From an optimization exercise on the open Yosys and OpenROAD flow, aimed at small area, a short achievable clock period and few clock cycles per item; shortcuts taken in it are not production practice. RTL that was checked went through simulation tests only; none was proved equivalent to the original.

## q16_fixed_point_alu_top
module q16_fixed_point_alu_top
(
	input  logic        clk,
	input  logic        arst_n,
	input  logic        s_tvalid,
	output logic        s_tready,
	input  logic [71:0] s_tdata,
	output logic        m_tvalid,
	input  logic        m_tready,
	output logic [39:0] m_tdata
);
Size: roughly 410 flip-flops, ~120 I/O pins, roughly 35000 um^2 of cells after synthesis.
clock: 12.0 ns
lec_check: 0
cap_margin: 20
core_margin: 2
core_utilization: 50
place_density: 0.75
slew_margin: 20
tns_end_percent: 10
standard.sh (not shown) runs the stock make flow with config.mk's settings and CLKGATE_MAP_FILE= SYNTH_SCRIPT=/design/flow/synth_recipe.tcl, a recipe that flattens the netlist after the stock synthesis.
==> flow/flow/run.sh <==
#!/bin/bash
# The standard layout (standard.sh: ORFS synthesis through finish, unchanged scripts,
# the design's SDC and clock period), with the resizer's setup repair asked to leave
# more slack than the default so that it works on every path that sets the period.
set -euo pipefail
bash standard.sh SETUP_SLACK_MARGIN=8 finish > standard_flow.log 2>&1
Testbench counts at the start, summed over its fixed seeds: cycles 72,406, items 16,000.
Then changed:
--- a/flow/config.mk
+++ b/flow/config.mk
@@ -10,3 +10,2 @@
 export CORE_UTILIZATION = 50
-export PLACE_DENSITY = 0.75
 export SLEW_MARGIN = 20
=> Cell count does not change; hold slack is better by 0.0050 ns; sequential share of layout area is about the same; design area barely changes; wire length goes up by about 8%; setup slack is better by 0.10 ns.
Then changed:
--- a/flow/config.mk
+++ b/flow/config.mk
@@ -9,3 +9,3 @@
 export CORE_MARGIN = 2
-export CORE_UTILIZATION = 50
+export CORE_UTILIZATION = 55
 export SLEW_MARGIN = 20
The changed run produced a clean layout.
Setup slack gains 0.018 ns.
Worst hold slack gains 0.0055 ns.
Die area is lower by 9.0%.
Wire length is lower by 1.5%.
Final cell count is lower by about 1.7%.
Area after synthesis stays the same.
Then changed:
--- a/flow/flow/run.sh
+++ b/flow/flow/run.sh
@@ -5,2 +5,2 @@
 set -euo pipefail
-bash standard.sh SETUP_SLACK_MARGIN=8 finish > standard_flow.log 2>&1
+bash standard.sh SETUP_SLACK_MARGIN=7.5 finish > standard_flow.log 2>&1
--- a/flow/config.mk
+++ b/flow/config.mk
@@ -9,3 +9,3 @@
 export CORE_MARGIN = 2
-export CORE_UTILIZATION = 55
+export CORE_UTILIZATION = 50
 export SLEW_MARGIN = 20
After rerunning: The changed run finished with timing, DRC and antenna clean; setup slack gets worse by 0.089 ns; global-route usage went down by 3.3 points; core utilization goes down by 7.0 points.


run Y:
The RTL this note starts from:
==> flow/design.v <==
module q16_fixed_point_alu_top
(
	input  logic        clk,
	input  logic        arst_n,
	input  logic        s_tvalid,
	output logic        s_tready,
	input  logic [71:0] s_tdata,
	output logic        m_tvalid,
	input  logic        m_tready,
	output logic [39:0] m_tdata
);
	localparam logic [2:0] S_EMPTY = 3'd0;
	localparam logic [2:0] S_ABSF  = 3'd1;  
	localparam logic [2:0] S_CONV1 = 3'd2;  
	localparam logic [2:0] S_CONVF = 3'd3;  
	localparam logic [2:0] S_P1    = 3'd4;  
	localparam logic [2:0] S_P2    = 3'd5;  
	localparam logic [2:0] S_ITER  = 3'd6;  
	localparam logic [2:0] S_MDF   = 3'd7;  
	logic [2:0]  st;
	logic        rdy_q;
	logic        is_div;    
	logic        neg;       
	logic        dz;        
	logic        big;       
	logic [4:0]  cnt;       
	logic [5:0]  ush;       
	logic [31:0] R;         
	logic [47:0] NQ;        
	logic [31:0] D;         
	logic [32:0] T3;        
	logic        out_v;
	logic [33:0] out_q;
	logic fin, push, pop, acc;
	assign fin  = (st == S_ABSF) || (st == S_CONVF) || (st == S_MDF);
	assign push = fin && (!out_v || m_tready);
	assign pop  = out_v && m_tready;
	assign acc  = rdy_q && s_tvalid;
	assign s_tready = rdy_q;
	assign m_tvalid = out_v;
	assign m_tdata  = {6'd0, out_q};
	function automatic logic [5:0] bitlen32(input logic [31:0] x);
		logic [5:0] n;
		n = 6'd0;
		for (int i = 0; i < 32; i++)
			if (x[i]) n = 6'(i + 1);
		bitlen32 = n;
	endfunction
	logic [31:0] ma, mb;
	logic [5:0]  la, lb;        
	logic [5:0]  la_hi, lb_hi;  
	logic [6:0]  dsteps;        
	logic [4:0]  div_it, mul_it;
	logic        swap;
	logic [5:0]  nmul;
	assign ma = R[31] ? 32'(-R) : R;
	assign mb = D[31] ? 32'(-D) : D;
	assign la = bitlen32(R[31] ? ~R : R);
	assign lb = bitlen32(D[31] ? ~D : D);
	assign la_hi = la + {5'd0, R[31]};
	assign lb_hi = lb + {5'd0, D[31]};
	assign dsteps = 7'(la_hi) + 7'd17 - 7'(lb);
	always_comb begin
		if (dsteps[6] || dsteps == 7'd0) div_it = 5'd1;
		else if (dsteps >= 7'd47) div_it = 5'd24;
		else div_it = 5'((dsteps + 7'd1) >> 1);
	end
	assign swap = la_hi < lb_hi;  
	assign nmul = swap ? la_hi : lb_hi;
	assign mul_it = (nmul <= 6'd2) ? 5'd1 : 5'((nmul + 6'd1) >> 1);
	logic [7:0]  fexp;
	logic [8:0]  uconv;
	logic [5:0]  u;
	logic [31:0] shx;
	logic [95:0] shf;
	assign fexp = R[30:23];
	assign uconv = {1'b0, fexp} - 9'd102;
	assign u = (st == S_CONV1) ? (uconv[8] ? 6'd0 : uconv[5:0]) : ush;
	assign shx = (st == S_CONV1) ? {8'd0, 1'b1, R[22:0]} : R;
	assign shf = {48'd0, shx, 16'd0} << u;
	logic [32:0] T;
	logic [33:0] d1, d2, d3;
	logic [33:0] ax, ay;
	logic        acin;
	logic [31:0] R_it;
	logic [47:0] NQ_it;
	assign T = {R[30:0], NQ[47:46]};
	assign d1 = {1'b0, T} - {2'b00, D};
	assign d2 = {1'b0, T} - {1'b0, D, 1'b0};
	always_comb begin
		if (is_div) begin
			ax = {1'b0, T};
			ay = ~{1'b0, T3};
			acin = 1'b1;
		end else begin
			ax = {2'b00, R[29:0], 2'b00};
			case (NQ[47:46])
				2'd0: ay = 34'd0;
				2'd1: ay = {2'b00, D};
				2'd2: ay = {1'b0, D, 1'b0};
				default: ay = {1'b0, T3};
			endcase
			acin = 1'b0;
		end
	end
	assign d3 = ax + ay + {33'd0, acin};
	logic [47:0] nqs;
	logic [2:0]  nql;
	logic [45:0] nqh1;
	assign nqs = {NQ[45:0], R[31:30]};
	assign nql = {1'b0, nqs[1:0]} + {1'b0, d3[33:32]};
	assign nqh1 = nqs[47:2] + 46'd1;
	always_comb begin
		if (is_div) begin
			if (!d3[33]) begin
				R_it = d3[31:0];
				NQ_it = {NQ[45:0], 2'd3};
			end else if (!d2[33]) begin
				R_it = d2[31:0];
				NQ_it = {NQ[45:0], 2'd2};
			end else if (!d1[33]) begin
				R_it = d1[31:0];
				NQ_it = {NQ[45:0], 2'd1};
			end else begin
				R_it = T[31:0];
				NQ_it = {NQ[45:0], 2'd0};
			end
		end else begin
			R_it = d3[31:0];
			NQ_it = {nql[2] ? nqh1 : nqs[47:2], nql[1:0]};
		end
	end
	logic [31:0] M;
	logic        inc;
	logic        ovf;
	logic [31:0] res;
	logic [33:0] result;
	logic        cbig;
	always_comb begin
		M = R;
		inc = 1'b1;
		ovf = 1'b0;
		case (st)
			S_ABSF: begin
				ovf = (R == 32'h80000000);
			end
			S_CONVF: begin
				ovf = big || (neg ? (R > 32'h80000000) : R[31]);
			end
			default: begin
				if (is_div) begin
					M = NQ[31:0];
					ovf = neg ? ((NQ[47:31] != 17'd0) && (NQ[47:0] != 48'h80000000)) : (NQ[47:31] != 17'd0);
				end else begin
					M = {NQ[15:0], R[31:16]};
					inc = (R[15:0] == 16'd0);
					ovf = neg ? ((NQ[31:16] != 16'd0) || (NQ[15] && ((NQ[14:0] != 15'd0) || (R != 32'd0))))
					          : (NQ[31:15] != 17'd0);
				end
			end
		endcase
	end
	logic sgn;
	assign sgn = (st == S_ABSF) ? R[31] : neg;
	assign cbig = (st == S_CONVF) && ovf;
	always_comb begin
		res = sgn ? 32'(~M + {31'd0, inc}) : M;
		if (cbig) res = neg ? 32'h80000000 : 32'h7fffffff;
		result = {1'b0, ovf, res};
		if (st == S_MDF && dz) result = {1'b1, 1'b0, 32'd0};
	end
	logic [2:0] st_nx;
	logic       out_v_nx;
	always_comb begin
		if (acc) begin
			case (s_tdata[1:0])
				2'd3: st_nx = S_ABSF;
				2'd2: st_nx = S_CONV1;
				default: st_nx = S_P1;
			endcase
		end else if (st == S_EMPTY || push) begin
			st_nx = S_EMPTY;
		end else begin
			case (st)
				S_CONV1: st_nx = S_CONVF;
				S_P1: st_nx = (is_div && (D[30:0] == 31'd0)) ? S_MDF : S_P2;
				S_P2: st_nx = S_ITER;
				S_ITER: st_nx = (cnt == 5'd1) ? S_MDF : S_ITER;
				default: st_nx = st;
			endcase
		end
	end
	assign out_v_nx = push || (out_v && !pop);
	always_ff @(posedge clk or negedge arst_n) begin
		if (!arst_n) begin
			st <= S_EMPTY;
			out_v <= 1'b0;
			rdy_q <= 1'b1;
		end else begin
			st <= st_nx;
			out_v <= out_v_nx;
			rdy_q <= (st_nx == S_EMPTY) || (((st_nx == S_ABSF) || (st_nx == S_CONVF) || (st_nx == S_MDF)) && !out_v_nx);
		end
	end
	always_ff @(posedge clk) begin
		if (push) out_q <= result;
		if (rdy_q) begin
			R <= s_tdata[33:2];
			D <= s_tdata[65:34];
			is_div <= s_tdata[0];
		end else begin
			case (st)
				S_P1: begin
					neg <= R[31] ^ D[31];
					dz <= is_div && (D[30:0] == 31'd0);
					if (is_div) begin
						R <= ma;
						D <= mb;
						cnt <= div_it;
						ush <= 6'd48 - {div_it, 1'b0};
					end else begin
						R <= swap ? ma : mb;
						D <= swap ? mb : ma;
						cnt <= mul_it;
						ush <= 6'd32 - {mul_it, 1'b0};
					end
				end
				S_CONV1, S_P2: begin
					R <= shf[79:48];
					NQ <= shf[47:0];
					T3 <= {1'b0, D} + {D, 1'b0};
					if (st == S_CONV1) begin
						neg <= R[31];
						big <= (fexp > 8'd142);
					end
				end
				S_ITER: begin
					R <= R_it;
					NQ <= NQ_it;
					cnt <= cnt - 5'd1;
				end
				default: ;
			endcase
		end
	end
endmodule
clock: 12.0 ns
lec_check: 0
cap_margin: 20
core_margin: 2
core_utilization: 40
slew_margin: 20
run.sh (not shown) runs the stock make flow with config.mk's settings and CLKGATE_MAP_FILE= SYNTH_SCRIPT=/design/flow/synth_recipe.tcl, a recipe that flattens the netlist after the stock synthesis.
Stock flow here: none of the scripts above is used.
Run Y reached the final stage; the timing, DRC and antenna checks on its layout passed.
diff inputs: run Y => run K
--- a/flow/config.mk
+++ b/flow/config.mk
@@ -8,4 +8,5 @@
 export CAP_MARGIN = 20
 export CORE_MARGIN = 2
-export CORE_UTILIZATION = 40
+export CORE_UTILIZATION = 60
+export SETUP_SLACK_MARGIN = 5
 export SLEW_MARGIN = 20
--- outcome ---
- Termination of the worst setup path: NQ[47] -> run K, NQ[46] -> run Y
- Going from run Y to run K, fraction of met1 tracks used by global routing grows by 16 points.
- Setup slack: run K more than run Y
- Total half-perimeter wirelength after legalization and detailed placement delta (run K − run Y): favourable
- Run K has completed all stages; timing, DRC and antenna checks passed.
- Run K against run Y: multi-input gate share of total cell area moved up; wire length on met1 moved down; final standard cell count with taps included and fillers excluded has decreased.
- As far as number of hold violations in the final report goes, run K and run Y are indistinguishable; the numbers are identical.
- The higher die span in y came out of run Y.
- Between run K and run Y, the sequential share of layout area figures differ only marginally.
Function was not checked in any run of this note: the RTL went through the layout flow alone.

## port drivers added, routing unchanged
Ports are ideal in the flow. The routed layouts listed here were re-timed in OpenROAD. Step 1 (the two cells are an assumption about what drives the block):
set clk [get_ports {clk}]
set_driving_cell -lib_cell sky130_fd_sc_hd__clkbuf_16 $clk
set_driving_cell -lib_cell sky130_fd_sc_hd__buf_2 [delete_from_list [all_inputs] $clk]
Step 2 moves the port delays by t, midway between the first and last clock arrival at a register: inputs arrive t later, outputs are due t later. That takes back most of the time a late clock gives input paths. Three values: no drivers, after step 1, after step 2; two values: the first two.
| run | shift t [ns] | setup WS [ns] | hold slack, ns | worst setup path after step 2 | worst slew at a driven data input, ns |
|---|---|---|---|---|---|
| the first run of note 1 | 0.659 | 7.409 / 7.409 / 7.409 | 0.419 / 0.419 / 0.419 | register to register | 0.05 |
| the second run of note 1 | 0.665 | 7.510 / 7.510 / 7.510 | 0.424 / 0.424 / 0.424 | register to register | 0.08 |
| the third run of note 1 | 0.654 | 7.528 / 7.528 / 7.528 | 0.429 / 0.429 / 0.429 | register to register | 0.06 |
| the fourth run of note 1 | 0.660 | 7.439 / 7.439 / 7.439 | 0.421 / 0.421 / 0.421 | register to register | 0.08 |
| run Y | 0.586 | 2.553 / 2.553 / 2.553 | 0.581 / 0.581 / 0.581 | register to register | 0.04 |
| run K | 0.592 | 5.129 / 5.129 / 5.129 | 0.579 / 0.579 / 0.579 | register to register | 0.05 |
After both steps setup and hold are still met in every run listed.
